From an optimization exercise on the open Yosys and OpenROAD flow, aimed at small area, a short achievable clock period and few clock cycles per item; shortcuts taken in it are not production practice. RTL that was checked went through simulation tests only; none was proved equivalent to the original. Power is estimated from default activity; no workload was simulated.

==> inputs of run a <==
Design huffTreeTop, start of the top module:
module huffTreeTop
(
    input  logic          Clk_in,
    input  logic          n_Rst,
    input  logic          Req,
    output logic          Ack,
    input  logic [89:0]   LeafWeights,
    output logic [119:0]  TreeTable,
    output logic [4:0]    RootRight,
    output logic [4:0]    RootLeft
);
==> module huffTreeTop, before the edit <==
module huffTreeTop
(
    input  logic          Clk_in,
    input  logic          n_Rst,
    input  logic          Req,
    output logic          Ack,
    input  logic [89:0]   LeafWeights,
    output logic [119:0]  TreeTable,
    output logic [4:0]    RootRight,
    output logic [4:0]    RootLeft
);
    logic       busy;
    logic [3:0] step;               
    logic [7:0] lw [10];            
    logic [9:0] open;               
    logic [7:0] q [5];              
    logic [2:0] qn;                 
    logic [2:0] qb;                 
    logic [9:0] res [8];
    logic [4:0] rootR;
    logic [4:0] rootL;
    function automatic logic le8(input logic [7:0] a, input logic [7:0] b);
        logic c;
        logic lt;
        logic eq;
        c = 1'b1;
        for (int k = 0; k < 4; k++)
        begin
            c = (~a[k] & b[k]) | (~a[k] & c) | (b[k] & c);
        end
        lt = 1'b0;
        eq = 1'b1;
        for (int k = 7; k >= 4; k--)
        begin
            lt = lt | (eq & ~a[k] & b[k]);
            eq = eq & ~(a[k] ^ b[k]);
        end
        le8 = lt | (eq & c);
    endfunction
    logic [99:0] befN;
    logic [99:0] bef;
    always_comb
    begin
        for (int i = 0; i < 10; i++)
        begin
            for (int j = 0; j < 10; j++)
            begin
                if (i == j)
                begin
                    befN[10*i+j] = 1'b1;
                end
                else if (i < j)
                begin
                    befN[10*i+j] = le8(LeafWeights[9*i +: 8], LeafWeights[9*j +: 8]);
                end
                else
                begin
                    befN[10*i+j] = ~le8(LeafWeights[9*j +: 8], LeafWeights[9*i +: 8]);
                end
            end
        end
    end
    logic [44:0] befR;
    always_comb
    begin
        int n;
        n = 0;
        for (int i = 0; i < 10; i++)
        begin
            for (int j = 0; j < 10; j++)
            begin
                if (i == j)
                begin
                    bef[10*i+j] = 1'b1;
                end
                else if (i < j)
                begin
                    bef[10*i+j] = befR[n];
                    n = n + 1;
                end
            end
        end
        for (int i = 0; i < 10; i++)
        begin
            for (int j = 0; j < i; j++)
            begin
                bef[10*i+j] = ~bef[10*j+i];
            end
        end
    end
    function automatic logic [9:0] headOf(input logic [9:0] r, input logic [99:0] bm);
        logic [9:0] h;
        for (int i = 0; i < 10; i++)
        begin
            h[i] = r[i] & (&(~r | bm[10*i +: 10]));
        end
        headOf = h;
    endfunction
    logic [9:0] h0;
    logic [9:0] h1;
    logic [9:0] open1;
    assign h0    = headOf(open, bef);
    assign open1 = open & ~h0;
    assign h1    = headOf(open1, bef);
    logic [7:0] L0;
    logic [7:0] L1;
    logic [3:0] I0;
    logic [3:0] I1;
    always_comb
    begin
        L0 = '0;
        L1 = '0;
        I0 = '0;
        I1 = '0;
        for (int i = 0; i < 10; i++)
        begin
            L0 = L0 | ({8{h0[i]}} & lw[i]);
            L1 = L1 | ({8{h1[i]}} & lw[i]);
            I0 = I0 | ({4{h0[i]}} & 4'(i));
            I1 = I1 | ({4{h1[i]}} & 4'(i));
        end
    end
    logic hL0;
    logic hL1;
    logic hP0;
    logic hP1;
    logic [7:0] P0;
    logic [7:0] P1;
    assign hL0 = |open;
    assign hL1 = |open1;
    assign hP0 = (qn != 3'd0);
    assign hP1 = (qn > 3'd1);
    assign P0  = q[0];
    assign P1  = q[1];
    logic fL;                       
    logic sL;                       
    assign fL = hL0 & (~hP0 | le8(L0, P0));
    assign sL = fL ? (hL1 & (~hP0 | le8(L1, P0))) : (hL0 & (~hP1 | le8(L0, P1)));
    logic [7:0] firstW;
    logic [7:0] secondW;
    logic [7:0] sum;
    assign firstW  = fL ? L0 : P0;
    assign secondW = (fL & sL) ? L1 : (~fL & ~sL) ? P1 : fL ? P0 : L0;
    assign sum     = firstW + secondW;
    logic [4:0] firstIdx;
    logic [4:0] secondIdx;
    assign firstIdx  = fL ? {1'b0, I0} : (5'd10 + 5'(qb));
    assign secondIdx = (fL & sL) ? {1'b0, I1} :
                       (~fL & ~sL) ? (5'd11 + 5'(qb)) :
                       fL ? (5'd10 + 5'(qb)) : {1'b0, I0};
    logic [9:0] used;
    assign used = ((fL | sL) ? h0 : 10'd0) | ((fL & sL) ? h1 : 10'd0);
    logic [1:0] pop;
    assign pop = 2'(!fL) + 2'(!sL);
    logic start;
    assign start = Req & ~busy & ~Ack;
    always_ff @(posedge Clk_in or negedge n_Rst)
    begin
        if (!n_Rst)
        begin
            busy <= 1'b0;
            Ack  <= 1'b0;
        end
        else
        begin
            if (start)
            begin
                busy <= 1'b1;
            end
            else if (busy && step == 4'd8)
            begin
                busy <= 1'b0;
                Ack  <= 1'b1;
            end
            else if (Ack && !Req)
            begin
                Ack <= 1'b0;
            end
        end
    end
    always_ff @(posedge Clk_in)
    begin
        int n;
        for (int i = 0; i < 10; i++)
        begin
            lw[i] <= LeafWeights[9*i +: 8];
        end
        n = 0;
        for (int i = 0; i < 10; i++)
        begin
            for (int j = i + 1; j < 10; j++)
            begin
                befR[n] <= befN[10*i+j];
                n = n + 1;
            end
        end
    end
    always_ff @(posedge Clk_in)
    begin
        if (!busy)
        begin
            open <= '1;
            qn   <= '0;
            qb   <= '0;
            step <= '0;
        end
        else
        begin
            open <= open & ~used;
            for (int m = 0; m < 5; m++)
            begin
                if (3'(m) == qn - 3'(pop))
                begin
                    q[m] <= sum;
                end
                else if (pop == 2'd1)
                begin
                    q[m] <= (m + 1 < 5) ? q[(m + 1) % 5] : 8'd0;
                end
                else if (pop == 2'd2)
                begin
                    q[m] <= (m + 2 < 5) ? q[(m + 2) % 5] : 8'd0;
                end
            end
            qn   <= qn - 3'(pop) + 3'd1;
            qb   <= qb + 3'(pop);
            step <= step + 4'd1;
            for (int k = 0; k < 8; k++)
            begin
                if (step == 4'(k))
                begin
                    res[k] <= {secondIdx, firstIdx};
                end
            end
            if (step == 4'd8)
            begin
                rootR <= firstIdx;
                rootL <= secondIdx;
            end
        end
    end
    always_comb
    begin
        for (int k = 0; k < 8; k++)
        begin
            TreeTable[15*k +: 15] = {5'(10 + k), res[k]};
        end
    end
    assign RootRight = rootR;
    assign RootLeft  = rootL;
endmodule
export LEC_CHECK = 0
export ABC_AREA = 1
export CAP_MARGIN = 20
export CORE_MARGIN = 2
export CORE_UTILIZATION = 40
export CTS_BUF_LIST = sky130_fd_sc_hd__clkbuf_8 sky130_fd_sc_hd__clkbuf_16
export CTS_CLUSTER_DIAMETER = 80
export CTS_CLUSTER_SIZE = 30
export PLACE_DENSITY = 0.45
export SLEW_MARGIN = 20
export TNS_END_PERCENT = 10
create_clock -name core_clock -period 35.0 [get_ports {Clk_in}]
standard.sh (not shown) runs the stock make flow with config.mk's settings and CLKGATE_MAP_FILE= SYNTH_SCRIPT=/design/flow/synth_recipe.tcl, a recipe that flattens the netlist after the stock synthesis.
==> flow/flow/run.sh <==
#!/bin/bash
set -euo pipefail
bash standard.sh SETUP_SLACK_MARGIN=26.9 finish > standard_flow.log 2>&1
==> inputs of run b, as changes to run a <==
--- a/flow/design.v
+++ b/flow/design.v
@@ -181,25 +181,24 @@
     end
     always_ff @(posedge Clk_in)
     begin
-        int n;
-        for (int i = 0; i < 10; i++)
-        begin
-            lw[i] <= LeafWeights[9*i +: 8];
-        end
-        n = 0;
-        for (int i = 0; i < 10; i++)
-        begin
-            for (int j = i + 1; j < 10; j++)
-            begin
-                befR[n] <= befN[10*i+j];
-                n = n + 1;
-            end
-        end
-    end
-    always_ff @(posedge Clk_in)
-    begin
         if (!busy)
         begin
+            for (int i = 0; i < 10; i++)
+            begin
+                lw[i] <= LeafWeights[9*i +: 8];
+            end
+            begin
+                int n;
+                n = 0;
+                for (int i = 0; i < 10; i++)
+                begin
+                    for (int j = i + 1; j < 10; j++)
+                    begin
+                        befR[n] <= befN[10*i+j];
+                        n = n + 1;
+                    end
+                end
+            end
             open <= '1;
             qn   <= '0;
             qb   <= '0;
==> flow/flow/run.sh (replaced) <==
#!/bin/bash
set -euo pipefail
bash standard.sh SETUP_SLACK_MARGIN=27 finish > standard_flow.log 2>&1
Settings changed: CTS_BUF_LIST sky130_fd_sc_hd__clkbuf_8 sky130_fd_sc_hd__clkbuf_16 to sky130_fd_sc_hd__clkbuf_4 sky130_fd_sc_hd__clkbuf_8, CTS_CLUSTER_DIAMETER 80 to unset, CTS_CLUSTER_SIZE 30 to unset, TNS_END_PERCENT 10 to unset.
==> inputs of run c, as changes to run a <==
--- a/flow/design.v
+++ b/flow/design.v
@@ -20,24 +20,6 @@
     logic [9:0] res [8];
     logic [4:0] rootR;
     logic [4:0] rootL;
-    function automatic logic le8(input logic [7:0] a, input logic [7:0] b);
-        logic c;
-        logic lt;
-        logic eq;
-        c = 1'b1;
-        for (int k = 0; k < 4; k++)
-        begin
-            c = (~a[k] & b[k]) | (~a[k] & c) | (b[k] & c);
-        end
-        lt = 1'b0;
-        eq = 1'b1;
-        for (int k = 7; k >= 4; k--)
-        begin
-            lt = lt | (eq & ~a[k] & b[k]);
-            eq = eq & ~(a[k] ^ b[k]);
-        end
-        le8 = lt | (eq & c);
-    endfunction
     logic [99:0] befN;
     logic [99:0] bef;
     always_comb
@@ -52,11 +34,11 @@
                 end
                 else if (i < j)
                 begin
-                    befN[10*i+j] = le8(LeafWeights[9*i +: 8], LeafWeights[9*j +: 8]);
+                    befN[10*i+j] = (LeafWeights[9*i +: 8] <= LeafWeights[9*j +: 8]);
                 end
                 else
                 begin
-                    befN[10*i+j] = ~le8(LeafWeights[9*j +: 8], LeafWeights[9*i +: 8]);
+                    befN[10*i+j] = ~(LeafWeights[9*j +: 8] <= LeafWeights[9*i +: 8]);
                 end
             end
         end
@@ -135,14 +117,24 @@
     assign P1  = q[1];
     logic fL;                       
     logic sL;                       
-    assign fL = hL0 & (~hP0 | le8(L0, P0));
-    assign sL = fL ? (hL1 & (~hP0 | le8(L1, P0))) : (hL0 & (~hP1 | le8(L0, P1)));
-    logic [7:0] firstW;
-    logic [7:0] secondW;
+    assign fL = hL0 & (~hP0 | (L0 <= P0));
+    assign sL = fL ? (hL1 & (~hP0 | (L1 <= P0))) : (hL0 & (~hP1 | (L0 <= P1)));
     logic [7:0] sum;
-    assign firstW  = fL ? L0 : P0;
-    assign secondW = (fL & sL) ? L1 : (~fL & ~sL) ? P1 : fL ? P0 : L0;
-    assign sum     = firstW + secondW;
+    always_comb
+    begin
+        if (fL & sL)
+        begin
+            sum = L0 + L1;
+        end
+        else if (~fL & ~sL)
+        begin
+            sum = P0 + P1;
+        end
+        else
+        begin
+            sum = L0 + P0;
+        end
+    end
     logic [4:0] firstIdx;
     logic [4:0] secondIdx;
     assign firstIdx  = fL ? {1'b0, I0} : (5'd10 + 5'(qb));
@@ -181,25 +173,24 @@
     end
     always_ff @(posedge Clk_in)
     begin
-        int n;
-        for (int i = 0; i < 10; i++)
-        begin
-            lw[i] <= LeafWeights[9*i +: 8];
-        end
-        n = 0;
-        for (int i = 0; i < 10; i++)
-        begin
-            for (int j = i + 1; j < 10; j++)
-            begin
-                befR[n] <= befN[10*i+j];
-                n = n + 1;
-            end
-        end
-    end
-    always_ff @(posedge Clk_in)
-    begin
         if (!busy)
         begin
+            for (int i = 0; i < 10; i++)
+            begin
+                lw[i] <= LeafWeights[9*i +: 8];
+            end
+            begin
+                int n;
+                n = 0;
+                for (int i = 0; i < 10; i++)
+                begin
+                    for (int j = i + 1; j < 10; j++)
+                    begin
+                        befR[n] <= befN[10*i+j];
+                        n = n + 1;
+                    end
+                end
+            end
             open <= '1;
             qn   <= '0;
             qb   <= '0;
==> flow/run.sh (new file) <==
#!/bin/bash
# synth_recipe.tcl (not shown) runs the flow's synth.tcl, then flattens the netlist and writes it again
# the make line also repeats each setting of config.mk as NAME=value (left out here)
make -C /OpenROAD-flow-scripts/flow DESIGN_CONFIG=/design/flow/config.mk WORK_HOME=/design/flow/orfs CLKGATE_MAP_FILE= SYNTH_SCRIPT=/design/flow/synth_recipe.tcl finish
Settings changed: ABC_AREA 1 to unset, ABC_CLOCK_PERIOD_IN_PS set to 8000, CTS_BUF_LIST sky130_fd_sc_hd__clkbuf_8 sky130_fd_sc_hd__clkbuf_16 to unset, CTS_CLUSTER_DIAMETER 80 to unset, CTS_CLUSTER_SIZE 30 to unset, TNS_END_PERCENT 10 to unset.
removed: flow/flow/run.sh
removed: flow/standard.sh
==> comparison <==
Synthesized area: run a < run b < run c.
Against run b, the power of run c is smaller by 15%.
Die area: run a < run b < run c.
Between run a and run b, the lower final cell count is in run a (gap 1.8%, measured against run b).
Fmax: run c is smaller than run a (12%).
Against run a, the clock skew of run c is lower by 0.0074 ns.
Combinational power: run c < run a < run b.
First-iteration DRC count, highest first: run a, run c, run b.
==> figures <==
| quantity | run b | run a | run c |
|---|---|---|---|
| Outcome | complete, no violations | complete, no violations | complete, no violations |
| Post-synthesis xor/xnor area fraction | 0.00407 | 0.00393 | 0.00606 |
| Met2 track demand over resource | 0.503 | 0.522 | 0.483 |
| Site row count | 80 | 77 | 85 |
| Data-path buffer share of cell area in the final layout | 0.0710 | 0.0870 | 0.0780 |
| Wire length on met1 | 32000 um | 30600 um | 36500 um |
| Startpoint of the worst register-to-register path | open[3]$_SDFF_PN1_ | open[5]$_SDFF_PN1_ | open[4]$_SDFF_PN1_ |
| Number of enable-type register cells in the synthesized netlist | 255 | 130 | 255 |
| Die outline width | 224 um | 215 um | 237 um |
| Adder and majority gate portion of the synthesized area | 0.0489 | 0.0530 | 0.242 |
| Slowest stage cell on the critical path | edfxtp_1 | a221oi_1 | clkdlybuf4s50_1 |
| Worst max-slew margin expressed relative to the limit | 0.302 | 0.289 | 0.264 |
| Power density over the cells | 76.4 mW/mm^2 | 70.5 mW/mm^2 | 59.2 mW/mm^2 |
| Number of antenna violations at the first check in global routing | 0 | 1 | 1 |
| Wire length of the first global-routing pass | 114000 um | 108000 um | 121000 um |
| Cell mode on critical path | - | o21ai_0 | o21ai_0 |
| Setup clock skew after layout | 0.0531 ns | 0.0424 ns | 0.0350 ns |
| Fraction of standard cell area that is sequential | 0.350 | 0.329 | 0.321 |
Testbench counts of run a, summed over its fixed seeds: cycles 26,392, trees 2,400.
For run b and run c, only the layout was checked, not whether the RTL still works.

[what the ideal ports hide]
In the flow no input, the clock included, has a driving cell. The finished layouts below were timed again as built, in two steps. Step 1 assumes that a clkbuf_16 drives the clock port and a buf_2 every other input. Step 2 times the ports against the registers' clock, not the clock port: input delays grow and output delays shrink by t, the midpoint of the rising clock arrivals with the driver on. a / b / c = ideal ports / drivers / drivers and shift; a / b = the first two.
run | shift t [ns] | slack for setup (ns) | hold WS [ns] | worst setup path after step 2 | pins driven straight from the clock port
run a | 0.591 | 26.828 / 26.774 / 26.275 | 0.505 / 0.505 / 0.505 | input to register | 1
run b | 0.663 | 26.817 / 26.759 / 26.312 | 0.485 / 0.485 / 0.485 | input to register | 1
run c | 0.642 | 25.748 / 25.781 / 25.139 | 0.496 / 0.496 / 0.496 | input to register | 1
After both steps every run listed still meets setup and hold. The setup slack of run c, which loses most, moves by +0.033 ns with the drivers and by -0.609 ns with both steps.
